From an optimization exercise on the open Yosys and OpenROAD flow, aimed at small area and few clock cycles; shortcuts taken in it are not production practice. RTL that was checked went through simulation tests only; none was proved equivalent to the original. For run 4, only the layout was checked, not whether the RTL still works. Power is estimated from default activity; no workload was simulated.

<file path="design/flow/run.sh">
#!/bin/bash
# synth_recipe.tcl (not shown) runs the flow's synth.tcl, then flattens the netlist and writes it again
# the make line also repeats each setting of config.mk as NAME=value (left out here)
make -C /OpenROAD-flow-scripts/flow DESIGN_CONFIG=/design/flow/config.mk WORK_HOME=/design/flow/orfs CLKGATE_MAP_FILE= SYNTH_SCRIPT=/design/flow/synth_recipe.tcl finish
</file>
<file path="design/flow/design.v">
`timescale 1ns/1ps
package ka_pkg;
	localparam int WORD_W = 36;
	localparam int ADDR_W = 18;
	localparam int FM_ADDR_W = 4;
	localparam int FM_WORDS = 1 << FM_ADDR_W;
	localparam int NXM_CYCLES = 64;
	localparam int NXM_CNT_W = $clog2(NXM_CYCLES);
	typedef logic [0:WORD_W-1] word_t;
	typedef logic [WORD_W-ADDR_W:WORD_W-1] addr_t;
	typedef logic [WORD_W-FM_ADDR_W:WORD_W-1] fm_addr_t;
	typedef enum logic [1:0] {
		KS_IDLE,
		KS_WAIT_FM,	 
		KS_WAIT_CORE,	 
		KS_FINISH	 
	} key_state_t;
	typedef enum logic [1:0] {
		MC_IDLE,
		MC_ADR_WAIT,	 
		MC_RD_WAIT,
		MC_WR_RS	 
	} mc_state_t;
endpackage
`timescale 1ns/1ps
import ka_pkg::*;
module ka_top (
	input logic clk,
	input logic pi_reset,
	input logic key_exa,
	input logic key_ex_nxt,
	input logic key_dep,
	input logic key_dep_nxt,
	input logic fm_enable_sw,
	input ka_pkg::addr_t as,
	input ka_pkg::word_t ds,
	output ka_pkg::word_t ar,
	output ka_pkg::addr_t ma,
	output logic key_busy,
	output logic key_done,
	output logic nxm,
	input logic membus_addr_ack,
	input logic membus_rd_rs,
	input ka_pkg::word_t membus_mb_in,
	output logic membus_rq_cyc,
	output logic membus_rd_rq,
	output logic membus_wr_rq,
	output logic membus_wr_rs,
	output ka_pkg::addr_t membus_ma,
	output ka_pkg::word_t membus_mb_out
);
	localparam int NR = 4;	 
	localparam int NW = 2;	 
	localparam int SP = FM_WORDS / NR;	 
	localparam int SPW = $clog2(SP);
	localparam int TW = NR > 1 ? $clog2(NR) : 1;
	localparam int SPX = FM_WORDS / NW;	 
	localparam int SPXW = $clog2(SPX);
	localparam logic [5:0] LFSR_SEED = 6'b000001;
	localparam logic [5:0] LFSR_TERM = 6'b100000;
	ka_pkg::word_t rw [0:FM_WORDS-1];
	logic rv [0:FM_WORDS-1];	 
	logic [3:0] ptr;
	ka_pkg::word_t ar_q;
	logic inflight;	 
	logic dep_f;
	logic fm_wait;	 
	logic fm_done;	 
	logic [TW-1:0] wtap;	 
	logic rd_wait;	 
	logic nxm_1;
	logic rq_pend;	 
	logic nxm_done;
	logic [5:0] lfsr;
	logic key_any;
	logic key_next;
	logic key_dep_any;
	logic accept;
	logic to_fm;
	ka_pkg::addr_t ma_next;
	logic rd_end;
	logic [3:0] d_acc;
	logic [3:0] d_cur;
	logic al_acc;
	logic al_cur;
	logic [TW-1:0] t_acc;
	logic [TW-1:0] t_cur;
	logic [TW-1:0] tap_sel;
	ka_pkg::word_t tap_d;
	logic fm_wr;
	assign key_any = key_exa | key_ex_nxt | key_dep | key_dep_nxt;
	assign key_next = ~key_exa & (key_ex_nxt | ~key_dep & key_dep_nxt);
	assign key_dep_any = ~key_exa & ~key_ex_nxt & (key_dep | key_dep_nxt);
	assign ma_next = key_next ? ma + 1'b1 : as;	 
	assign to_fm = fm_enable_sw &&
		ma_next[WORD_W-ADDR_W:WORD_W-FM_ADDR_W-1] == '0;
	assign rd_end = rd_wait & membus_rd_rs;
	assign membus_wr_rs = membus_rq_cyc & dep_f & membus_addr_ack;
	assign key_done = fm_done | nxm_done | membus_wr_rs | rd_end;
	assign key_busy = inflight & ~key_done;
	assign accept = key_any & ~key_busy;
	assign membus_rd_rq = membus_rq_cyc & ~dep_f;
	assign membus_wr_rq = membus_rq_cyc & dep_f;
	assign membus_ma = ma;
	assign membus_mb_out = ar_q;
	assign ar = rd_end ? membus_mb_in : ar_q;
	assign d_acc = ptr - ma_next[WORD_W-FM_ADDR_W:WORD_W-1];
	assign d_cur = ptr - ma[WORD_W-FM_ADDR_W:WORD_W-1];
	assign al_acc = key_dep_any ? (SPXW == 0 || d_acc[SPXW-1:0] == '0) :
		(SPW == 0 || d_acc[SPW-1:0] == '0);
	assign al_cur = dep_f ? (SPXW == 0 || d_cur[SPXW-1:0] == '0) :
		(SPW == 0 || d_cur[SPW-1:0] == '0);
	assign t_acc = NR > 1 ? TW'(d_acc >> SPW) : '0;
	assign t_cur = NR > 1 ? TW'(d_cur >> SPW) : '0;
	always_comb begin
		tap_sel = accept ? t_acc : t_cur;
		tap_d = '0;
		for (int j = 0; j < NR; j++)
			if (tap_sel == TW'(j) && rv[j*SP])
				tap_d = rw[j*SP];
	end
	assign fm_wr = fm_done & dep_f;
	always_ff @(posedge clk) begin
		for (int i = 0; i < FM_WORDS; i++) begin
			if (i % SPX == 2 && fm_wr && wtap == TW'(((i + FM_WORDS - 2) % FM_WORDS) / SP)) begin
				rw[i] <= ar_q;
				rv[i] <= ~pi_reset;
			end else begin
				rw[i] <= rw[(i + FM_WORDS - 1) % FM_WORDS];
				rv[i] <= ~pi_reset & rv[(i + FM_WORDS - 1) % FM_WORDS];
			end
		end
	end
	always_ff @(posedge clk) begin
		if (pi_reset) begin
			ptr <= '0;
			inflight <= 1'b0;
			fm_wait <= 1'b0;
			fm_done <= 1'b0;
			rd_wait <= 1'b0;
			nxm_1 <= 1'b0;
			nxm_done <= 1'b0;
			rq_pend <= 1'b0;
			membus_rq_cyc <= 1'b0;
			ar_q <= '0;
			ma <= '0;
			nxm <= 1'b0;
		end else begin
			ptr <= ptr + 1'b1;
			fm_done <= 1'b0;
			nxm_1 <= 1'b0;
			nxm_done <= nxm_1;
			if (key_done)
				inflight <= 1'b0;
			if (fm_wait && al_cur) begin
				fm_wait <= 1'b0;
				fm_done <= 1'b1;
				wtap <= t_cur;
				if (!dep_f)
					ar_q <= tap_d;
			end
			if (membus_rq_cyc) begin
				lfsr <= {lfsr[4:0], lfsr[5] ^ lfsr[4]};
				if (membus_addr_ack) begin
					membus_rq_cyc <= 1'b0;
					rd_wait <= ~dep_f;
				end else if (lfsr == LFSR_TERM) begin
					membus_rq_cyc <= 1'b0;
					nxm_1 <= 1'b1;
					nxm <= 1'b1;
				end
			end
			rq_pend <= 1'b0;
			if (rq_pend) begin
				membus_rq_cyc <= 1'b1;
				lfsr <= LFSR_SEED;
			end
			if (rd_end) begin
				rd_wait <= 1'b0;
				ar_q <= membus_mb_in;
			end
			if (accept) begin
				inflight <= 1'b1;
				ma <= ma_next;
				dep_f <= key_dep_any;
				nxm <= 1'b0;
				if (key_dep_any)
					ar_q <= ds;
				else if (to_fm && al_acc)
					ar_q <= tap_d;
				else
					ar_q <= '0;
				if (to_fm) begin
					if (al_acc) begin
						fm_done <= 1'b1;
						wtap <= t_acc;
					end else
						fm_wait <= 1'b1;
				end else if (membus_wr_rs)
					rq_pend <= 1'b1;
				else begin
					membus_rq_cyc <= 1'b1;
					lfsr <= LFSR_SEED;
				end
			end
		end
	end
endmodule
</file>
<file path="design/flow/config.mk">
export PLATFORM = sky130hd
export DESIGN_NAME = ka_top
export DESIGN_NICKNAME = ka_top
export VERILOG_FILES = /design/flow/design.v
export SDC_FILE = /design/flow/constraint.sdc
export NUM_CORES = 4
export LEC_CHECK = 0
export CAP_MARGIN = 20
export CORE_MARGIN = 2
export CORE_UTILIZATION = 40
export SLEW_MARGIN = 20
</file>
<file path="design/flow/constraint.sdc">
create_clock -name core_clock -period 10.0 [get_ports {clk}]
set_input_delay 2.0000 -clock core_clock [delete_from_list [all_inputs] [get_ports {clk}]]
set_output_delay 2.0000 -clock core_clock [all_outputs]
set_load 0.01 [all_outputs]
</file>
==> qor.yml, run 1 <==
rows: 79
io_pins: 214
post_cts_resized: 0
postLayoutCellArea_um2: 23600
grt_pass1_vias: 11634
wl_met2_mm: 18.8
wl_per_cell_um: 18.2
dp_slack_ns: 2.69
synth-main-ff-cell: "dfxtp_1"
clk_pin_slew_ns: 0.06
power_mw: 5.48
wl_met3_mm: 1.84
finalSetupTns_ns: 0
fin_crit_sh_pct: 67.0
rsz0062_at_grt: "no"
ys_warn_count: 3
top_layer_used: "met4"
crit_path_max_fanout: 42
final_common_cell: "dfxtp_1"
arrival_ns: 7.20
grt_max_degree: 75
hpwl_mm: 25.7
core-area_um2: 46600
layout_common_cells: "dfxtp_1 (659), clkdlybuf4s50_1 (212), nand2_1 (115)"
synth_cells: 1514
areaGrowthSynthToFinish_pct: 25.0
syn_area_per_cell_um2: 12.4
synth_area_leaders: "dfxtp_1 (70%), mux2_2 (5.7%), a21oi_1 (2.4%)"
hp-class: "reg -> reg"
syn-num-nets: 1623
holdWs_ns: 0.309
clk_latency_ns: 0.62
synth_cell_type_count: 56
post-route-worst-setup-slack_ns: 3.30
numPortBuffers: 213
htree_levels: 2
grt_pass1_wl_mm: 67.5
p_clk_share_pct: 43.1
grt_overflow_total: 0
finish.utilization_pct: 50.6
crit_type: "in -> reg"
drtIter0Drc: 576
fmax_mhz: 149
setup_viol: 0
fin_nets: 1812
drc: 0
root_buffer: "clkbuf_16"
wl_met1_mm: 21.5
drive_above_1_share_pct: 13.4
cellPowerDensity_nw_per_um2: 233
finClkSkew_ns: 0.0297
place_inst: 2248
seqPwrFrac_pct: 49.6
fp.dieW_um: 221
slew_headroom_pct: 31.9
async_flop_share_pct: 0
place.gp.congestion: 0.846
combinationalPowerShare_pct: 7.3
cap_violations: 0
cts_tree: "yes"
sw_frac_of_total_pct: 21.9
initial_core_util_pct: 40.5
die_area_um2: 48900
switching_power_mw: 1.20
cts_hold_buf: 0
internal_power_mw: 4.28
drtAntennaViolNets: 0
cts.path.max_buffers: 3
yosysSeqAreaShare_pct: 71.5
cts_sinks: 668
grt_antenna_before_repair: 1
slew_violations: 0
post_cts_buffers: 0
via_count: 11640
post_dp_cell_area_um2: 21400
crit_path_end_kind: "register"
firstDrtPassIters: 4
status: "no timing/DRC/antenna violations"
ir_drop_uv: 146
yosys.area.top_type: "dfxtp_1"
synth_edf_count: 9
crit_required_ns: 10.50
via_per_inst: 4.93
cts_buffers: 60
die_h_um: 221
layout.cells.non_filler: 2360
netlist.area_leader.share_pct: 70.0
p_leak_nw: 9.23
worstSetupStartpointType: "input pin"
finalCriticalPeriod_ns: 6.70
tightest_slew_ns: 1.02
netlist_area_um2: 18800
finalHoldViolations: 0
grt_usage_pct: 17.3
routed_wl_mm: 42.9
ys_seq_elements: 668
reg2reg_depth: 13
hold_depth: 0
-- state kept, by name (all words and copies together) (netlist names), 2 cells and up --
name  flops
ma       18
ar_q     36
lfsr      6
wtap      2
rv       16
ptr       4
rw      576
-- cell type report --
class / instances / area, um^2
antenna: 1 / 2.50
clock buffer: 91 / 1830
clock inverter: 20 / 284
fill: 4099 / 23000
inverter: 19 / 71.3
multi-input combinational: 728 / 4920
sequential: 668 / 13500
tap: 607 / 759
timing repair buffer: 226 / 2220
-- power by group through the flow --
| stage | Sequential [mW] | Combinational (mW) | Clock (mW) |
|---|---|---|---|
| 6_report | 2.71 | 0.402 | 2.36 |
| 5_1_grt | 2.72 | 0.439 | 2.52 |
| 4_1_cts | 2.71 | 0.403 | 2.41 |
| 3_5_place_dp | 2.77 | 0.400 | 0 |
| 3_3_place_gp | 2.77 | 0.393 | 0 |
| 2_1_floorplan | 2.77 | 0.240 | 0 |
-- worst max-delay path, cell delays in order --
cell	delay, ns
clkdlybuf4s50_1	0.47
nor2b_1	0.20
o21ai_2	0.12
buf_4	0.32
mux2i_1	0.40
ha_1	0.29
nor2b_1	0.14
o21a_1	0.16
o31ai_1	0.26
xor2_1	0.15
a21oi_1	0.49
xnor2_2	0.16
buf_4	0.53
and3_2	0.97
a2111oi_0	0.26
a211oi_1	0.25
-- path summary, 6_finish.rpt --
| check | start | to | slack, ns |
|---|---|---|---|
| max | key_dep_nxt | ar_q[2]$_SDFFE_PP0P_ | 3.30 |
| min | rw[14][0]$_DFF_P_ | rw[15][0]$_DFF_P_ | 0.31 |
| max reg2reg | ma[34]$_SDFFE_PP0N_ | ar_q[2]$_SDFFE_PP0P_ | 5.04 |
| min reg2reg | rw[14][0]$_DFF_P_ | rw[15][0]$_DFF_P_ | 0.31 |
-- layer usage --
layer | up-vias | global-route usage [%]
met5 | - | 0
met4 | 0 | 4.91
met3 | 60 | 2.87
met2 | 290 | 26.7
met1 | 5669 | 25.1
li1 | 5621 | -
-- cells in the mapped netlist, drive strengths merged (11+ instances only) --
| cell type | n |
|---|---|
| o31ai | 15 |
| nor3 | 13 |
| xnor2 | 13 |
| nand3 | 65 |
| a21oi | 91 |
| inv | 18 |
| o22ai | 29 |
| o21ai | 27 |
| nand2 | 116 |
| nor2 | 50 |
| nor2b | 23 |
| mux2i | 11 |
| mux2 | 95 |
| and3 | 15 |
| a221oi | 42 |
| buf | 35 |
| dfxtp | 659 |
| a2bb2oi | 23 |
| clkbuf | 64 |
-- kinds of logic after synthesis --
family                     Yosys count  synth area share, %
buffers and inverters              118                 2.87
muxes                              106                 6.26
xor gates and xnor gates            17                0.790
adders and majority gates           10                0.744
DFF                                668                 71.5
and+or+nand+nor                    332                 8.67
AOI/OAI and AO/OA                  263                 9.20
Testbench counts, summed over its fixed seeds: cycles 30,042.
==> inputs of run 2 (changes only) <==
--- a/design/flow/config.mk
+++ b/design/flow/config.mk
@@ -7,5 +7,8 @@
 export LEC_CHECK = 0
 export CAP_MARGIN = 20
 export CORE_MARGIN = 2
-export CORE_UTILIZATION = 40
+export CORE_UTILIZATION = 60
+export CTS_BUF_LIST = sky130_fd_sc_hd__clkbuf_16
+export CTS_CLUSTER_DIAMETER = 60
+export CTS_CLUSTER_SIZE = 25
 export SLEW_MARGIN = 20
==> qor.yml, run 2 <==
status: "no timing/DRC/antenna violations"
fmax_mhz: 145  # -2.8%
grt_usage_pct: 23.7  # +6.3 points
largestRegisters: "rw x576, ar_q x36, ma x18"
grt_pass1_vias: 11069  # -4.9%
largest_register_ffs: 576  # unchanged
firstDrtPassIters: 5  # +1
finalSetupTns_ns: 0  # unchanged
synth_area_leaders: "dfxtp_1 (70%), mux2_2 (5.7%), a21oi_1 (2.4%)"
cts_tree: "yes"
via_per_inst: 5.51  # +12%
hp-start: "rw[6][34]$_DFF_P_"
multiInputGateArea_um2: 4890  # -0.64%
via_count: 11510  # -1.1%
rows: 64  # -19%
ys_seq_elements: 668  # unchanged
synth-main-ff-cell: "dfxtp_1"
p_leak_nw: 8.72  # -5.5%
yosys.area.top_type: "dfxtp_1"
slew_headroom_pct: 29.9  # -2.0 points
synth_cells: 1514  # unchanged
clk_latency_ns: 0.55  # -0.07 ns
ir_drop_uv: 174  # +19%
rsz0062_at_grt: "no"
largest_register: "rw"
synth_cell_type_count: 56  # unchanged
dp_slack_ns: 2.58  # -0.108 ns
r2r_setup_slack_ns: 5.22  # +0.18 ns
drc: 0  # unchanged
reg2reg_from: "ma[34]$_SDFFE_PP0N_"
post_cts_resized: 0  # unchanged
async_flop_share_pct: 0  # unchanged
arrival_ns: 7.35  # +0.15 ns
core-area_um2: 30700  # -34%
layout_common_cells: "dfxtp_1 (659), clkdlybuf4s50_1 (212), nand2_1 (115)"
clk_pin_slew_ns: 0.09  # +0.03 ns
root_buffer: "clkbuf_16"
crit_path_max_fanout: 32  # -24%
slew_violations: 0  # unchanged
hold_end: "rw[7][34]$_DFF_P_"
grt_antenna_before_repair: 0  # -1
ys_warn_count: 3  # unchanged
netlist.area_leader.share_pct: 70.0  # unchanged
areaGrowthSynthToFinish_pct: 18.0
tightest_slew_ns: 1.05  # +0.0256 ns
finClkSkew_ns: 0.0232  # -0.00649 ns
die_h_um: 181  # -18%
power_mw: 4.63  # -15%
syn-num-nets: 1623  # unchanged
crit_path_end_kind: "register"
fin_crit_sh_pct: 68.9  # +1.9 points
drtAntennaViolNets: 0  # unchanged
seq_area_um2: 13500  # unchanged
place.gp.congestion: 0.817  # -3.4%
hpwl_mm: 23.9  # -6.8%
cts_sinks: 668  # unchanged
yosysMostFrequentCell: "dfxtp_1"
routed_wl_mm: 39.4  # -8.1%
netlist_area_um2: 18800  # unchanged
finalCriticalPeriod_ns: 6.89  # +0.190 ns
cts_hold_buf: 0  # unchanged
crit_required_ns: 10.46  # -0.04 ns
cellPowerDensity_nw_per_um2: 208  # -10%
htree_levels: 2  # unchanged
post_cts_buffers: 0  # unchanged
io_pins: 214  # unchanged
syn_area_per_cell_um2: 12.4  # unchanged
hold_depth: 0  # unchanged
cts_buffers: 35  # -42%
final_common_cell: "dfxtp_1"
finalHoldViolations: 0  # unchanged
yosysSeqAreaShare_pct: 71.5  # unchanged
diodes: 0  # -1
cap_violations: 0  # unchanged
finish.utilization_pct: 72.3  # +22 points
grt_pass1_wl_mm: 61.4  # -9.1%
fin_nets: 1791  # -1.2%
grt_overflow_total: 0  # unchanged
grt_max_degree: 73  # -2.7%
drtIter0Drc: 776  # +35%
wl_per_cell_um: 18.9  # +3.7%
synthTopCellsByCount: "dfxtp_1 (659), nand2_1 (116), mux2_2 (95)"
worst_r2r_endpoint: "ar_q[7]$_SDFFE_PP0P_"
crit_type: "in -> reg"
drive_above_1_share_pct: 10.7  # -2.6 points
die_area_um2: 32800  # -33%
reg2reg_depth: 14  # +1
worstSetupStartpointType: "input pin"
initial_core_util_pct: 61.3  # +21 points
setup_viol: 0  # unchanged
fp.dieW_um: 181  # -18%
cts.path.max_buffers: 3  # unchanged
numPortBuffers: 213  # unchanged
hp-class: "reg -> reg"
nFillCells: 2195  # -46%
synth_edf_count: 9  # unchanged
post-route-worst-setup-slack_ns: 3.11  # -0.190 ns
-- run 2: cell types whose count changed in the layout (fill, tap and decap cells not counted), sizes merged --
cell | previous run | this run
clkbuf | 91 | 36
inv | 21 | 25
clkinv | 13 | 4
buf | 14 | 18
diode | 1 | 0
clkinvlp | 0 | 2
bufinv | 5 | 1
-- run 2: worst max-delay path by stage --
| stage | startpoint | to | slack [ns] | cells past startpoint |
|---|---|---|---|---|
| after floorplan | key_dep_nxt | ar_q[10]$_SDFFE_PP0P_ | 4.20 | 18 |
| after global placement | key_dep_nxt | ar_q[1]$_SDFFE_PP0P_ | 2.70 | 17 |
| after detailed placement | key_dep_nxt | ar_q[1]$_SDFFE_PP0P_ | 2.58 | 17 |
| after CTS | key_dep_nxt | ar_q[26]$_SDFFE_PP0P_ | 3.12 | 17 |
| after global routing | key_dep_nxt | ar_q[26]$_SDFFE_PP0P_ | 2.78 | 17 |
| final | key_dep_nxt | ar_q[26]$_SDFFE_PP0P_ | 3.11 | 17 |
-- run 2: logic make-up (layout without fill, tap and decap cells) --
logic type                 count (synthesis)  count (layout)  synth area share (%)
DFF                                      668             668                  71.5
muxes                                    106             106                  6.26
adders and majority gates                 10              10                 0.744
xor gates and xnor gates                  17              17                 0.790
buffers and inverters                    118             298                  2.87
AOI/OAI and AO/OA                        263             263                  9.20
and+or+nand+nor                          332             332                  8.67
-- run 2: metrics by stage --
stage               hold WS [ns]  cell area (um^2)  std cells
floorplan                  0.310             18800       1514
global placement           0.310             21200       2041
detailed placement         0.312             21200       2041
CTS                        0.328             22200       2090
global route               0.331             22200       2090
finish                     0.323             22200       2090
-- run 2: final cells by class --
class                   count  share of cell area, %
clock buffers              36                   4.05
flip-flops and latches    668                   60.5
repair buffers            230                   10.1
inverters                  19                  0.321
multi-input cells         728                   22.0
clock inverters            13                  0.720
well taps                 396                   2.23
-- run 2: worst max-delay path: stages --
cell and delay, ns:
clkdlybuf4s50_1 0.54, nor2b_1 0.33, o21ai_2 0.07, buf_4 0.24, o21ai_0 0.27, ha_1 0.22, inv_1 0.06, fa_1 0.37
xor2_1 0.17, or3_1 0.40, a31oi_1 0.85, and2_1 0.67, buf_4 0.46, nor2_1 0.09, nor2_1 0.22, a2111oi_0 0.12
a211oi_1 0.24
-- run 2: metal layers --
layer | vias to the layer above | global-route usage, % | routed length [um]
met3 | 61 | 3.20 | 1900
met4 | 0 | 6.24 | 729
met1 | 5588 | 33.9 | 18700
met2 | 294 | 38.1 | 18100
li1 | 5567 | - | -
met5 | - | 0 | 0
-- run 2: report_power, final --
group | switching [mW] | internal [mW] | leakage (nW)
clock network | 0.823 | 0.701 | 0.520
logic | 0.202 | 0.195 | 2.80
registers | 0.0277 | 2.68 | 5.40
==> inputs of run 3 (changes only) <==
--- a/design/flow/config.mk
+++ b/design/flow/config.mk
@@ -8,7 +8,7 @@
 export CAP_MARGIN = 20
 export CORE_MARGIN = 2
 export CORE_UTILIZATION = 60
-export CTS_BUF_LIST = sky130_fd_sc_hd__clkbuf_16
-export CTS_CLUSTER_DIAMETER = 60
-export CTS_CLUSTER_SIZE = 25
+export CTS_BUF_LIST = sky130_fd_sc_hd__clkbuf_8
+export CTS_CLUSTER_DIAMETER = 50
+export CTS_CLUSTER_SIZE = 18
 export SLEW_MARGIN = 20
==> qor.yml, run 3 <==
status: "no timing/DRC/antenna violations"
r2r_setup_slack_ns: 5.23  # about the same
tightest_slew_ns: 1.09  # +0.0461 ns
finalHoldViolations: 0  # unchanged
post-route-worst-setup-slack_ns: 3.11  # +0.00416 ns
drtAntennaViolNets: 0  # unchanged
largest_register_ffs: 576  # unchanged
cap_violations: 0  # unchanged
slowest_stage: "a31oi_1"
grt_max_degree: 73  # unchanged
synth-main-ff-cell: "dfxtp_1"
nFillCells: 2212  # +0.77%
wl_per_cell_um: 18.7  # -1.1%
place.gp.congestion: 0.817  # unchanged
crit_path_end_kind: "register"
finalCriticalPeriod_ns: 6.89  # -0.00416 ns
slew_headroom_pct: 26.8  # -3.1 points
firstDrtPassIters: 5  # unchanged
numPortBuffers: 213  # unchanged
drive_above_1_share_pct: 11.5  # +0.78 points
hp-class: "reg -> reg"
cpPeakStageDelay_ns: 0.88  # +0.03 ns
crit_end: "ar_q[26]$_SDFFE_PP0P_"
grt_usage_pct: 23.5  # -0.18 points
place_inst: 2041  # unchanged
io_pins: 214  # unchanged
die_area_um2: 32800  # unchanged
rsz0062_at_grt: "no"
p_clk_share_pct: 30.1  # -2.8 points
netlist_area_um2: 18800  # unchanged
finish.utilization_pct: 71.7  # -0.59 points
root_buffer: "clkbuf_8"
synthTopCellsByCount: "dfxtp_1 (659), nand2_1 (116), mux2_2 (95)"
worstSetupStartpointType: "input pin"
grt_antenna_before_repair: 0  # unchanged
grt_pass1_vias: 11084  # +0.14%
postLayoutCellArea_um2: 22100  # -0.82%
holdWs_ns: 0.316  # -0.00769 ns
drc: 0  # unchanged
reg2reg_depth: 10  # -4
routed_wl_mm: 39.3  # -0.43%
startpoint: "key_dep_nxt"
diodes: 0  # unchanged
finClkSkew_ns: 0.0264  # +0.00320 ns
crit_type: "in -> reg"
post_cts_resized: 0  # unchanged
final_common_cell: "dfxtp_1"
ys_seq_elements: 668  # unchanged
cts_tree: "yes"
synth_edf_count: 9  # unchanged
synth_cells: 1514  # unchanged
cts_buffers: 48  # +37%
hpwl_mm: 23.9  # unchanged
largestRegisters: "rw x576, ar_q x36, ma x18"
layout.cells.non_filler: 2105  # +0.72%
via_per_inst: 5.45  # -1.0%
arrival_ns: 7.38  # +0.03 ns
reg2reg_from: "membus_rq_cyc$_SDFF_PP0_"
htree_levels: 2  # unchanged
ys_warn_count: 3  # unchanged
multiInputGateArea_um2: 4890  # unchanged
clk_latency_ns: 0.59  # +0.04 ns
syn_area_per_cell_um2: 12.4  # unchanged
finalSetupTns_ns: 0  # unchanged
yosysSeqAreaShare_pct: 71.5  # unchanged
switching_power_mw: 1.04  # -1.4%
yosys.area.top_type: "dfxtp_1"
cts.path.max_buffers: 3  # unchanged
yosysMostFrequentCell: "dfxtp_1"
cts_sinks: 668  # unchanged
synth_cell_type_count: 56  # unchanged
path_cells: "clkdlybuf4s50_1 > nor2b_1 > o21ai_2 > buf_4 > o21ai_0 > ha_1 > inv_1 > fa_1 > xor2_1 > or3_1 > a31oi_1 > and2_1 > buf_4 > nor2_1 > nor2_1 > a2111oi_0 > a211oi_1"
grt_overflow_total: 0  # unchanged
cts_hold_buf: 0  # unchanged
combinationalPowerShare_pct: 8.9  # +0.3 points
layout_common_cells: "dfxtp_1 (659), clkdlybuf4s50_1 (212), nand2_1 (115)"
async_flop_share_pct: 0  # unchanged
p_leak_nw: 8.65  # -0.81%
synth_area_leaders: "dfxtp_1 (70%), mux2_2 (5.7%), a21oi_1 (2.4%)"
post_dp_cell_area_um2: 21200  # unchanged
seqPwrFrac_pct: 61.0  # +2.5 points
fin_crit_sh_pct: 68.9  # about the same
crit_path_max_fanout: 32  # unchanged
syn-num-nets: 1623  # unchanged
crit_required_ns: 10.50  # +0.04 ns
worst_r2r_endpoint: "ar_q[26]$_SDFFE_PP0P_"
fin_nets: 1804  # +0.73%
largest_register: "rw"
via_count: 11474  # -0.31%
netlist.area_leader.share_pct: 70.0  # unchanged
fmax_mhz: 145  # about the same
clk_pin_slew_ns: 0.10  # about the same
rows: 64  # unchanged
cellPowerDensity_nw_per_um2: 202  # -3.2%
fp.dieW_um: 181  # unchanged
sw_frac_of_total_pct: 23.3  # +0.61 points
drtIter0Drc: 662  # -15%
setup_viol: 0  # unchanged
dp_slack_ns: 2.58  # unchanged
initial_core_util_pct: 61.3  # unchanged
post_cts_buffers: 0  # unchanged
grt_pass1_wl_mm: 61.1  # -0.49%
areaGrowthSynthToFinish_pct: 17.1
die_h_um: 181  # unchanged
internal_power_mw: 3.41  # -4.8%
ir_drop_uv: 161  # -7.1%
slew_violations: 0  # unchanged
core-area_um2: 30700  # unchanged
seq_area_um2: 13500  # unchanged
power_mw: 4.44  # -4.0%
run 3: final cells by class:
cell class	count	area share, %
sequential	668	61.0
multi-input combinational	728	22.2
timing repair buffer	230	10.2
clock buffer	50	3.12
tap	396	2.25
clock inverter	14	0.862
inverter	19	0.323
run 3: power by group through the flow:
stage | clock (mW) | combinational [mW] | sequential (mW)
finish | 1.34 | 0.398 | 2.71
floorplan | 0 | 0.240 | 2.77
CTS | 1.37 | 0.397 | 2.71
global route | 1.47 | 0.432 | 2.71
detailed placement | 0 | 0.395 | 2.77
global placement | 0 | 0.385 | 2.77
run 3: worst min path at each step:
stage,start,endpoint,slack [ns],depth (start not counted)
global route,rw[15][10]$_DFF_P_,rw[0][10]$_DFF_P_,0.32,0
finish,rw[11][6]$_DFF_P_,rw[12][6]$_DFF_P_,0.32,0
detailed placement,rw[15][10]$_DFF_P_,rw[0][10]$_DFF_P_,0.31,0
CTS,rw[15][10]$_DFF_P_,rw[0][10]$_DFF_P_,0.32,0
global placement,rw[2][27]$_DFF_P_,rw[3][27]$_DFF_P_,0.31,0
floorplan,rw[15][0]$_DFF_P_,rw[0][0]$_DFF_P_,0.31,0
run 3: critical path: cells and delay by family:
family          cells  cell delay (ns)
xor+xnor            1             0.17
buf+inv             4             1.30
fa+ha+maj           2             0.60
simple gates        5             1.70
compound gates      5             1.57
run 3: cells by family (layout without fill, tap and decap cells):
logic type      count (synthesis)  in the layout  share of synthesized area (%)
flops                         668            668                           71.5
buf+inv                       118            313                           2.87
mux                           106            106                           6.26
compound gates                263            263                           9.20
fa+ha+maj                      10             10                          0.744
xor+xnor                       17             17                          0.790
simple gates                  332            332                           8.67
run 3: per-layer routing:
layer / wire length (um) / vias to the layer above / global-route usage (%)
met5: 0 / - / 0
met4: 700 / 0 / 5.85
met3: 1890 / 62 / 3.25
met2: 17800 / 296 / 37.5
met1: 18900 / 5537 / 34.0
li1: - / 5579 / -
==> inputs of run 4 (changes only) <==
--- a/design/flow/design.v
+++ b/design/flow/design.v
@@ -50,7 +50,7 @@
 	output ka_pkg::word_t membus_mb_out
 );
 	localparam int NR = 4;	 
-	localparam int NW = 2;	 
+	localparam int NW = 4;	 
 	localparam int SP = FM_WORDS / NR;	 
 	localparam int SPW = $clog2(SP);
 	localparam int TW = NR > 1 ? $clog2(NR) : 1;
==> qor.yml, run 4 <==
synth_area_leaders: "dfxtp_1 (65%), mux2_2 (8.0%), nand2_1 (3.4%)"
htree_levels: 2  # unchanged
rows: 67  # +4.7%
cts_tree: "yes"
ys_warn_count: 3  # unchanged
syn-num-nets: 1816  # +12%
hp-class: "reg -> reg"
io_pins: 214  # unchanged
fin_nets: 1987  # +10%
diodes: 0  # unchanged
ir_drop_uv: 151  # -6.6%
finalCriticalPeriod_ns: 6.46  # -0.424 ns
cts_buffers: 49  # +2.1%
die_h_um: 188  # +3.7%
largest_register: "rw"
slew_headroom_pct: 26.7  # -0.090 points
finClkSkew_ns: 0.0233  # -0.00315 ns
core-area_um2: 33400  # +8.8%
p_leak_nw: 9.18  # +6.1%
synth_cell_type_count: 79  # +41%
place.gp.congestion: 0.821  # +0.58%
drive_above_1_share_pct: 14.6  # +3.1 points
reg2reg_from: "ma[34]$_SDFFE_PP0N_"
post_cts_buffers: 0  # unchanged
grt_overflow_total: 0  # unchanged
drtAntennaViolNets: 0  # unchanged
cts_hold_buf: 0  # unchanged
rsz0062_at_grt: "no"
synth_cells: 1707  # +13%
worstSetupStartpointType: "input pin"
yosysSeqAreaShare_pct: 66.3  # -5.1 points
grt_pass1_wl_mm: 73.9  # +21%
final_common_cell: "dfxtp_1"
grt_usage_pct: 26.8  # +3.3 points
netlist.area_leader.share_pct: 65.0  # -5.0 points
routed_wl_mm: 47.4  # +21%
die_area_um2: 35300  # +7.5%
synthTopCellsByCount: "dfxtp_1 (659), nand2_1 (186), mux2_2 (144)"
clk_pin_slew_ns: 0.10  # about the same
ys_seq_elements: 668  # unchanged
syn_area_per_cell_um2: 11.9  # -4.5%
hp-start: "rw[15][4]$_DFF_P_"
layout_common_cells: "dfxtp_1 (659), clkdlybuf4s50_1 (212), nand2_1 (183)"
fin_crit_sh_pct: 64.6  # -4.2 points
post_cts_resized: 0  # unchanged
finalHoldViolations: 0  # unchanged
slew_violations: 0  # unchanged
holdWs_ns: 0.321  # +0.00562 ns
crit_path_max_fanout: 35  # +9.4%
root_buffer: "clkbuf_8"
crit_path_end_kind: "register"
synth_edf_count: 9  # unchanged
crit_required_ns: 10.56  # +0.06 ns
startpoint: "key_dep_nxt"
netlist_area_um2: 20300  # +7.7%
yosysMostFrequentCell: "dfxtp_1"
cap_violations: 0  # unchanged
cellPowerDensity_nw_per_um2: 197  # -2.1%
firstDrtPassIters: 5  # unchanged
areaGrowthSynthToFinish_pct: 16.0
wl_per_cell_um: 20.2  # +8.1%
cts.path.max_buffers: 3  # unchanged
via_per_inst: 5.63  # +3.3%
initial_core_util_pct: 60.7  # -0.60 points
arrival_ns: 7.02  # -0.36 ns
power_mw: 4.65  # +4.5%
clk_latency_ns: 0.66  # +0.07 ns
drtIter0Drc: 905  # +37%
tightest_slew_ns: 1.10  # +0.00470 ns
grt_antenna_before_repair: 0  # unchanged
async_flop_share_pct: 0  # unchanged
fp.dieW_um: 188  # +3.7%
setup_viol: 0  # unchanged
largestRegisters: "rw x576, ar_q x36, ma x18"
grt_max_degree: 68  # -6.8%
grt_pass1_vias: 13125  # +18%
largest_register_ffs: 576  # unchanged
cts_sinks: 668  # unchanged
drc: 0  # unchanged
status: "no timing/DRC/antenna violations"
finalSetupTns_ns: 0  # unchanged
numPortBuffers: 213  # unchanged
hpwl_mm: 27.5  # +15%
synth-main-ff-cell: "dfxtp_1"
fmax_mhz: 155  # +6.6%
via_count: 13228  # +15%
yosys.area.top_type: "dfxtp_1"
crit_type: "in -> reg"
[run 4: cell type report]
class	instances	area (um^2)
repair buffers	235	2290
multi-input cells	907	6250
fillers	2478	9910
inverters	17	63.8
flip-flops and latches	668	13500
clock buffers	52	716
well taps	448	561
clock inverters	22	201
[run 4: logic make-up (layout without fill, tap and decap cells)]
| logic type | count (synthesis) | after routing | synth area share, % |
|---|---|---|---|
| compound gates | 254 | 254 | 8.98 |
| flops | 668 | 668 | 66.3 |
| xor+xnor | 18 | 18 | 0.943 |
| fa+ha+maj | 10 | 10 | 0.691 |
| buf+inv | 132 | 326 | 3.16 |
| mux | 162 | 162 | 9.00 |
| simple gates | 463 | 463 | 10.9 |
[run 4: per-stage QoR]
stage / cells / utilization [%] / instance area, um^2 / setup WS (ns)
6_report: 2349 / 70.4 / 23500 / 3.54
5_1_grt: 2349 / 70.4 / 23500 / 3.19
4_1_cts: 2349 / 70.4 / 23500 / 3.65
3_5_place_dp: 2275 / 67.6 / 22600 / 2.94
3_3_place_gp: 2275 / 67.6 / 22600 / 3.05
2_1_floorplan: 1707 / - / 20300 / 4.21
[run 4: worst max-delay path, cell delays in order]
cell and delay (ns):
clkdlybuf4s50_1 0.47, nor2b_2 0.21, o21ai_2 0.11, buf_4 0.32, mux2i_1 0.38, ha_1 0.29, nor2b_1 0.14, o21ai_0 0.19
a31oi_2 0.13, xnor2_2 0.20, mux2i_4 0.30, xor2_4 0.87, buf_4 0.48, and3_1 0.45, a221oi_1 0.14, o32ai_1 0.31
[run 4: worst paths after layout]
| check | cells after the start | to | slack, ns |
|---|---|---|---|
| worst max register to register | 13 | ar_q[9]$_SDFFE_PP0P_ | 5.22 |
| worst max-delay path | 16 | ar_q[9]$_SDFFE_PP0P_ | 3.54 |
| worst min-delay path | 0 | rw[0][4]$_DFF_P_ | 0.32 |
| worst min register to register | 0 | rw[0][4]$_DFF_P_ | 0.32 |
[run 4: report_power, final]
| part | total, mW | internal [mW] | switching (mW) |
|---|---|---|---|
| Clock | 1.39 | 0.528 | 0.860 |
| Sequential | 2.75 | 2.70 | 0.0569 |
| Combinational | 0.507 | 0.234 | 0.272 |
| Total | 4.65 | 3.46 | 1.19 |
[run 4: metal layers]
metal	vias up	global-route usage (%)	wire, um
li1	6259	-	-
met1	6452	37.6	22000
met2	450	42.9	21500
met3	67	4.15	2860
met4	0	8.42	961
met5	-	0	0
==> inputs of run 5 (changes only) <==
--- a/design/flow/design.v
+++ b/design/flow/design.v
@@ -50,7 +50,7 @@
 	output ka_pkg::word_t membus_mb_out
 );
 	localparam int NR = 4;	 
-	localparam int NW = 4;	 
+	localparam int NW = 2;	 
 	localparam int SP = FM_WORDS / NR;	 
 	localparam int SPW = $clog2(SP);
 	localparam int TW = NR > 1 ? $clog2(NR) : 1;
@@ -86,7 +86,12 @@
 	logic [TW-1:0] t_acc;
 	logic [TW-1:0] t_cur;
 	logic [TW-1:0] tap_sel;
-	ka_pkg::word_t tap_d;
+	ka_pkg::word_t ar_d;
+	logic rd_now;
+	logic ld_tap;
+	logic s_ds;
+	logic s_mb;
+	logic s_q;
 	logic fm_wr;
 	assign key_any = key_exa | key_ex_nxt | key_dep | key_dep_nxt;
 	assign key_next = ~key_exa & (key_ex_nxt | ~key_dep & key_dep_nxt);
@@ -112,13 +117,20 @@
 		(SPW == 0 || d_cur[SPW-1:0] == '0);
 	assign t_acc = NR > 1 ? TW'(d_acc >> SPW) : '0;
 	assign t_cur = NR > 1 ? TW'(d_cur >> SPW) : '0;
+	assign rd_now = fm_wait & ~dep_f & al_cur;
+	assign tap_sel = accept ? t_acc : t_cur;
+	assign ld_tap = ~pi_reset & (accept ? ~key_dep_any & to_fm & al_acc : rd_now);
+	assign s_ds = ~pi_reset & accept & key_dep_any;
+	assign s_mb = ~pi_reset & ~accept & rd_end;
+	assign s_q = ~pi_reset & ~accept & ~rd_now & ~rd_end;
 	always_comb begin
-		tap_sel = accept ? t_acc : t_cur;
-		tap_d = '0;
+		ar_d = ({WORD_W{s_ds}} & ds) | ({WORD_W{s_mb}} & membus_mb_in) |
+			({WORD_W{s_q}} & ar_q);
 		for (int j = 0; j < NR; j++)
-			if (tap_sel == TW'(j) && rv[j*SP])
-				tap_d = rw[j*SP];
+			ar_d = ar_d | ({WORD_W{ld_tap & tap_sel == TW'(j) & rv[j*SP]}} & rw[j*SP]);
 	end
+	always_ff @(posedge clk)
+		ar_q <= ar_d;
 	assign fm_wr = fm_done & dep_f;
 	always_ff @(posedge clk) begin
 		for (int i = 0; i < FM_WORDS; i++) begin
@@ -142,7 +154,6 @@
 			nxm_done <= 1'b0;
 			rq_pend <= 1'b0;
 			membus_rq_cyc <= 1'b0;
-			ar_q <= '0;
 			ma <= '0;
 			nxm <= 1'b0;
 		end else begin
@@ -156,8 +167,6 @@
 				fm_wait <= 1'b0;
 				fm_done <= 1'b1;
 				wtap <= t_cur;
-				if (!dep_f)
-					ar_q <= tap_d;
 			end
 			if (membus_rq_cyc) begin
 				lfsr <= {lfsr[4:0], lfsr[5] ^ lfsr[4]};
@@ -177,19 +186,12 @@
 			end
 			if (rd_end) begin
 				rd_wait <= 1'b0;
-				ar_q <= membus_mb_in;
 			end
 			if (accept) begin
 				inflight <= 1'b1;
 				ma <= ma_next;
 				dep_f <= key_dep_any;
 				nxm <= 1'b0;
-				if (key_dep_any)
-					ar_q <= ds;
-				else if (to_fm && al_acc)
-					ar_q <= tap_d;
-				else
-					ar_q <= '0;
 				if (to_fm) begin
 					if (al_acc) begin
 						fm_done <= 1'b1;
==> qor.yml, run 5 <==
yosysMostFrequentCell: "dfxtp_1"
setup_viol: 0  # unchanged
crit_required_ns: 10.52  # -0.04 ns
synth_cell_type_count: 57  # -28%
crit_path_max_fanout: 35  # unchanged
drc: 0  # unchanged
finalSetupTns_ns: 0  # unchanged
clk_latency_ns: 0.61  # -0.05 ns
largest_register: "rw"
synth_cells: 1413  # -17%
ir_drop_uv: 143  # -4.8%
firstDrtPassIters: 6  # +1
synth_edf_count: 9  # unchanged
post_cts_buffers: 0  # unchanged
io_pins: 214  # unchanged
drive_above_1_share_pct: 15.1  # +0.52 points
post_cts_resized: 0  # unchanged
core-area_um2: 30700  # -8.3%
areaGrowthSynthToFinish_pct: 17.3
via_per_inst: 5.44  # -3.4%
yosys.area.top_type: "dfxtp_1"
place.gp.congestion: 0.838  # +2.0%
slowest_stage: "o22ai_2"
nFillCells: 2189  # -12%
slew_violations: 0  # unchanged
netlist.area_leader.share_pct: 70.5  # +5.5 points
cts_sinks: 668  # unchanged
largest_register_ffs: 576  # unchanged
cellPowerDensity_nw_per_um2: 200  # +1.2%
finalHoldViolations: 0  # unchanged
finalCriticalPeriod_ns: 6.18  # -0.284 ns
async_flop_share_pct: 0  # unchanged
arrival_ns: 6.70  # -0.32 ns
syn_area_per_cell_um2: 13.2  # +11%
initial_core_util_pct: 61.0  # +0.36 points
via_count: 10986  # -17%
finClkSkew_ns: 0.0380  # +0.0148 ns
grt_antenna_before_repair: 0  # unchanged
numPortBuffers: 213  # unchanged
die_h_um: 181  # -3.9%
rsz0062_at_grt: "no"
hpwl_mm: 22.8  # -17%
fin_nets: 1712  # -14%
cpPeakStageDelay_ns: 0.91  # +0.04 ns
synth-main-ff-cell: "dfxtp_1"
rows: 64  # -4.5%
largestRegisters: "rw x576, ar_q x36, ma x18"
final_common_cell: "dfxtp_1"
crit_type: "in -> reg"
yosysSeqAreaShare_pct: 71.9  # +5.6 points
grt_max_degree: 53  # -22%
grt_pass1_wl_mm: 59.7  # -19%
finish.utilization_pct: 71.6  # +1.2 points
post-route-worst-setup-slack_ns: 3.82  # +0.284 ns
r2r_setup_slack_ns: 5.44  # +0.22 ns
synthTopCellsByCount: "dfxtp_1 (659), mux2_2 (109), nand3_1 (85)"
hp-class: "reg -> reg"
grt_overflow_total: 0  # unchanged
grt_usage_pct: 23.0  # -3.8 points
netlist_area_um2: 18700  # -7.8%
p_leak_nw: 8.48  # -7.7%
fmax_mhz: 162  # +4.6%
layout_common_cells: "dfxtp_1 (659), clkdlybuf4s50_1 (212), mux2_2 (109)"
cts_tree: "yes"
ys_warn_count: 3  # unchanged
ys_seq_elements: 668  # unchanged
dp_slack_ns: 3.17  # +0.230 ns
slew_headroom_pct: 20.1  # -6.6 points
wl_per_cell_um: 18.7  # -7.4%
root_buffer: "clkbuf_8"
cap_violations: 0  # unchanged
grt_pass1_vias: 10837  # -17%
cts.path.max_buffers: 3  # unchanged
die_area_um2: 32600  # -7.6%
synth_area_leaders: "dfxtp_1 (70%), mux2_2 (6.6%), nand3_1 (2.3%)"
tightest_slew_ns: 1.20  # +0.101 ns
worstSetupStartpointType: "input pin"
fin_crit_sh_pct: 61.8  # -2.8 points
fp.dieW_um: 181  # -3.9%
drtAntennaViolNets: 0  # unchanged
drtIter0Drc: 729  # -19%
htree_levels: 2  # unchanged
status: "no timing/DRC/antenna violations"
diodes: 0  # unchanged
routed_wl_mm: 37.7  # -20%
path_cells: "clkdlybuf4s50_1 > nor2b_1 > o21bai_2 > buf_4 > mux2i_1 > ha_1 > a21oi_1 > xor2_1 > nand2_1 > o22ai_2 > and2_1 > a221oi_1 > o21ai_2"
cts_hold_buf: 0  # unchanged
cts_buffers: 49  # unchanged
crit_path_end_kind: "register"
clk_pin_slew_ns: 0.10  # about the same
syn-num-nets: 1521  # -16%
## run 5: where the power goes
group,switching (mW),leakage [nW],internal (mW),total (mW)
logic,0.204,2.60,0.138,0.342
clock network,0.829,0.474,0.511,1.34
registers,0.0246,5.40,2.68,2.70
## run 5: metrics by stage
stage / std cells / cell area [um^2] / power [mW] / hold WS, ns
after floorplan: 1413 / 18700 / 2.94 / 0.310
final: 2020 / 22000 / 4.39 / 0.321
after global routing: 2020 / 22000 / 4.54 / 0.323
after global placement: 1947 / 21000 / 3.10 / 0.310
after detailed placement: 1948 / 21100 / 3.11 / 0.312
after CTS: 2019 / 22000 / 4.41 / 0.311
## run 5: final timing paths
check | from | endpoint | cells after the start
setup / recovery | key_dep_nxt | ar_q[30]$_DFF_P_ | 13
hold / removal | rw[13][22]$_DFF_P_ | rw[14][22]$_DFF_P_ | 0
setup reg to reg | ma[34]$_SDFFE_PP0P_ | ar_q[30]$_DFF_P_ | 13
hold reg to reg | rw[13][22]$_DFF_P_ | rw[14][22]$_DFF_P_ | 0
## run 5: logic make-up after synthesis
group,Yosys count,share of synthesized area (%)
flops,668,71.9
simple gates,263,7.15
compound gates,209,8.44
mux,136,8.00
buf+inv,106,2.87
xor+xnor,22,1.03
fa+ha+maj,9,0.602
## run 5: cell type report
| cell class | instances | area, um^2 | share of cell area [%] |
|---|---|---|---|
| clock inverter | 18 | 166 | 0.758 |
| timing repair buffer | 232 | 2280 | 10.4 |
| sequential | 668 | 13500 | 61.3 |
| clock buffer | 53 | 729 | 3.32 |
| inverter | 14 | 52.6 | 0.239 |
| multi-input combinational | 639 | 4780 | 21.8 |
| tap | 396 | 495 | 2.26 |
## run 5: worst max-delay path: cells and delay by family
| family | cells | cell delay (ns) |
|---|---|---|
| compound gates | 5 | 1.61 |
| xor+xnor | 1 | 0.53 |
| fa+ha+maj | 1 | 0.29 |
| buf+inv | 2 | 0.77 |
| mux | 1 | 0.28 |
| simple gates | 3 | 1.19 |
## run 5: per-layer routing
metal | GRT usage, % | routed length [um] | part of all wire [%]
met1 | 33.6 | 18100 | 48
met2 | 35.7 | 16700 | 44
met3 | 3.70 | 2100 | 5.6
met4 | 6.10 | 719 | 1.9
met5 | 0 | 0 | 0
Testbench counts of run 5, summed over its fixed seeds: cycles 30,042.
==> inputs of run 6 (changes only) <==
==> design/flow/flow/run.sh (new file) <==
#!/bin/bash
# The standard layout with three changes: ABC maps for area (no buffering or
# sizing, which the placement repair does anyway), the ports get the smallest
# buffer, and the clock tree uses clkbuf_8 leaves without dummy loads.
set -euo pipefail
cd "$(dirname "$0")/.."
W=$PWD
rm -rf "$W/scripts_mod"
cp -r "$FLOW_HOME/scripts" "$W/scripts_mod"
cp "$W/flow/abc_area.script" "$W/scripts_mod/abc_speed.script"
export SCRIPTS_DIR="$W/scripts_mod"
export BUFFER_PORTS_ARGS="-buffer_cell sky130_fd_sc_hd__buf_1"
export CTS_ARGS="-sink_clustering_enable -repair_clock_nets -dont_use_dummy_load -buf_list sky130_fd_sc_hd__clkbuf_8 -sink_clustering_size 18 -sink_clustering_max_diameter 50"
bash standard.sh > standard_flow.log 2>&1
==> design/flow/flow/abc_area.script (new file) <==
&get -n
&st
&dch
&nf -R 1000
&put
==> design/flow/standard.sh (new file) <==
#!/bin/bash
# synth_recipe.tcl (not shown) runs the flow's synth.tcl, then flattens the netlist and writes it again
# the make line also repeats each setting of config.mk as NAME=value (left out here)
make -C /OpenROAD-flow-scripts/flow DESIGN_CONFIG=/design/flow/config.mk WORK_HOME=/design/flow/orfs CLKGATE_MAP_FILE= SYNTH_SCRIPT=/design/flow/synth_recipe.tcl "${@:-finish}"
--- a/design/flow/config.mk
+++ b/design/flow/config.mk
@@ -8,7 +8,4 @@
 export CAP_MARGIN = 20
 export CORE_MARGIN = 2
 export CORE_UTILIZATION = 60
-export CTS_BUF_LIST = sky130_fd_sc_hd__clkbuf_8
-export CTS_CLUSTER_DIAMETER = 50
-export CTS_CLUSTER_SIZE = 18
 export SLEW_MARGIN = 20
removed: design/flow/run.sh
==> qor.yml, run 6 <==
ir_drop_uv: 163  # +13%
synth_cells: 1182  # -16%
cts_buffers: 47  # -4.1%
cap_violations: 0  # unchanged
syn_area_per_cell_um2: 14.7  # +11%
grt_max_degree: 41  # -23%
synth-main-ff-cell: "dfxtp_1"
wl_per_cell_um: 17.0  # -8.9%
largest_register_ffs: 576  # unchanged
finalHoldViolations: 0  # unchanged
status: "no timing/DRC/antenna violations"
slowest_stage: "and4_1"
synth_top_family_by_area: "multiplexers"
cts_tree: "yes"
largestRegisters: "rw x576, ar_q x36, ma x18"
htree_levels: 2  # unchanged
cellPowerDensity_nw_per_um2: 209  # +4.7%
arrival_ns: 6.48  # -0.22 ns
crit_path_end_kind: "register"
io_pins: 214  # unchanged
fp.dieW_um: 174  # -3.7%
crit_path_max_fanout: 33  # -5.7%
place_inst: 1774  # -8.9%
worstSetupStartpointType: "input pin"
numPortBuffers: 213  # unchanged
finish.utilization_pct: 67.5  # -4.1 points
crit_top_cell: "buf_4"
clk_pin_slew_ns: 0.10  # about the same
diodes: 0  # unchanged
ys_warn_count: 3  # unchanged
synth_cell_type_count: 36  # -37%
hpwl_mm: 18.9  # -17%
synth_area_leaders: "dfxtp_1 (76%), mux2_1 (7.3%), a222oi_1 (4.2%)"
power_mw: 4.03  # -8.1%
nFillCells: 2163  # -1.2%
via_count: 9565  # -13%
synth.area.mux_share_pct: 7.57  # -0.43 points
netlist_area_um2: 17300  # -7.5%
setup_viol: 0  # unchanged
rsz0062_at_grt: "no"
crit_required_ns: 10.48  # -0.04 ns
tightest_slew_ns: 1.10  # -0.0934 ns
cts.path.max_buffers: 3  # unchanged
finalSetupTns_ns: 0  # unchanged
grt_antenna_before_repair: 0  # unchanged
crit_type: "in -> reg"
post_cts_buffers: 0  # unchanged
root_buffer: "clkbuf_8"
grt_usage_pct: 20.4  # -2.6 points
yosysMostFrequentCell: "dfxtp_1"
async_flop_share_pct: 0  # unchanged
firstDrtPassIters: 8  # +2
hp-class: "reg -> reg"
cts_hold_buf: 0  # unchanged
synth_edf_count: 9  # unchanged
synthXorXnorAreaFrac_pct: 1.16  # +0.13 points
rows: 62  # -3.1%
die_area_um2: 30200  # -7.3%
place.gp.congestion: 0.838  # about the same
final_common_cell: "dfxtp_1"
initial_core_util_pct: 60.7  # -0.35 points
crit_family: "simple AND/OR/NAND/NOR gates"
drtAntennaViolNets: 0  # unchanged
routed_wl_mm: 31.0  # -18%
ys_seq_elements: 668  # unchanged
largest_register: "rw"
synthTopCellsByCount: "dfxtp_1 (659), mux2_1 (112), a222oi_1 (72)"
slew_violations: 0  # unchanged
synthAdderAreaFrac_pct: 0.650  # +0.048 points
grt_overflow_total: 0  # unchanged
yosys.area_share.simple_pct: 5.62  # -1.5 points
syn-num-nets: 1290  # -15%
drc: 0  # unchanged
slew_headroom_pct: 26.3  # +6.2 points
drtIter0Drc: 786  # +7.8%
fmax_mhz: 167  # +2.9%
netlist.area_leader.share_pct: 76.2  # +5.7 points
finClkSkew_ns: 0.0877  # +0.0497 ns
layout_common_cells: "dfxtp_1 (659), buf_1 (213), mux2_1 (112)"
areaGrowthSynthToFinish_pct: 11.3
finalCriticalPeriod_ns: 6.00  # -0.177 ns
fin_nets: 1548  # -9.6%
grt_pass1_wl_mm: 48.9  # -18%
drive_above_1_share_pct: 4.94  # -10 points
via_per_inst: 5.25  # -3.5%
yosys.area.top_type: "dfxtp_1"
path_buf_inv: 4  # +2
core-area_um2: 28500  # -6.9%
synth_compound_area_share_pct: 6.15  # -2.3 points
fin_crit_sh_pct: 60.0  # -1.8 points
yosysSeqAreaShare_pct: 77.7  # +5.8 points
p_leak_nw: 7.59  # -10%
holdWs_ns: 0.303  # -0.0184 ns
path_cells: "buf_1 > clkinv_1 > a21oi_1 > nor2_2 > buf_4 > mux2_1 > nor4b_1 > nand4_1 > or4_1 > or3_1 > o31ai_1 > and4_1 > buf_4 > a222oi_1 > nand3_1"
grt_pass1_vias: 9064  # -16%
post_cts_resized: 0  # unchanged
layout.cells.non_filler: 1822  # -9.8%
cpPeakStageDelay_ns: 0.96  # +0.05 ns
die_h_um: 174  # -3.7%
cts_sinks: 668  # unchanged
clk_latency_ns: 0.58  # -0.03 ns
run 6: cell types whose count changed after synthesis, moves of 19 or more:
| cell | before | now |
|---|---|---|
| mux2_1 | 0 | 112 |
| mux2_2 | 109 | 0 |
| clkbuf_1 | 58 | 0 |
| nand3_1 | 85 | 41 |
| a222oi_1 | 36 | 72 |
| o21ai_2 | 30 | 0 |
| a21oi_1 | 48 | 23 |
| mux2i_1 | 27 | 5 |
| a211oi_1 | 22 | 1 |
| nand2_1 | 45 | 66 |
| and3_1 | 22 | 3 |
run 6: where the power goes:
group          internal [mW]  switching [mW]
Combinational         0.0676           0.101
Sequential              2.68          0.0289
Clock                  0.423           0.725
run 6: routing by layer:
metal / GRT usage [%] / share of wire [%] / vias up
met3: 3.59 / 5.0 / 47
met1: 29.9 / 49 / 4621
met5: 0 / 0 / -
met4: 5.01 / 1.6 / 0
li1: - / - / 4659
met2: 31.8 / 45 / 238
run 6: cells by family after synthesis:
group / count (synthesis)
DFF: 668
adders and majority gates: 9
buffers and inverters: 34
muxes: 117
and+or+nand+nor: 204
AOI/OAI and AO/OA: 127
xor gates and xnor gates: 23
run 6: area by class of cell:
class | count | area [um^2] | area share [%]
flip-flops and latches | 668 | 13500 | 69.8
multi-input cells | 480 | 3700 | 19.2
repair buffers | 227 | 925 | 4.80
clock buffers | 47 | 647 | 3.36
well taps | 384 | 480 | 2.49
inverters | 16 | 60.1 | 0.312
run 6: final timing paths:
kind              slack, ns                 from  cells after the start            endpoint
hold reg to reg        0.30   rw[13][26]$_DFF_P_                      0  rw[14][26]$_DFF_P_
setup / recovery       4.00              key_dep                     15    ar_q[23]$_DFF_P_
hold / removal         0.30   rw[13][26]$_DFF_P_                      0  rw[14][26]$_DFF_P_
setup reg to reg       4.60  ma[35]$_SDFFE_PP0P_                     14    ar_q[23]$_DFF_P_
run 6: metrics by stage:
step	setup WS, ns	instance area, um^2
global placement	3.63	18600
finish	4.00	19300
CTS	4.03	19200
detailed placement	3.47	18600
floorplan	2.55	17300
global route	3.64	19300

==> separate check: timing with driven ports <==
The results above use ideal ports. As a check the final layouts listed here were re-extracted and re-timed, cells and wires unchanged.
Step 1: set_driving_cell puts a clkbuf_16 on clk and a buf_2 on each other input, an assumption about the parent block.
Step 2 times the ports against the registers' clock, not the clock port: input delays grow and output delays shrink by t, the midpoint of the rising clock arrivals with the driver on.
Slacks: ideal / step 1 / step 2; pairs: ideal / step 1.
run	t, ns	setup slack, ns	hold slack, ns	worst setup path after step 2
run 1	0.657	3.298 / 3.327 / 2.670	0.309 / 0.309 / 0.309	input to register
run 2	0.589	3.108 / 3.136 / 2.547	0.323 / 0.323 / 0.323	input to register
run 3	0.627	3.112 / 3.137 / 2.510	0.316 / 0.316 / 0.316	input to register
run 4	0.697	3.536 / 3.559 / 2.862	0.321 / 0.321 / 0.321	input to register
run 5	0.640	3.819 / 3.844 / 3.204	0.321 / 0.321 / 0.321	input to register
run 6	0.587	3.996 / 4.020 / 3.434	0.303 / 0.303 / 0.303	input to register
After both steps setup and hold are still met in every run listed. The setup slack of run 4, which loses most, moves by +0.023 ns with the drivers and by -0.674 ns with both steps.
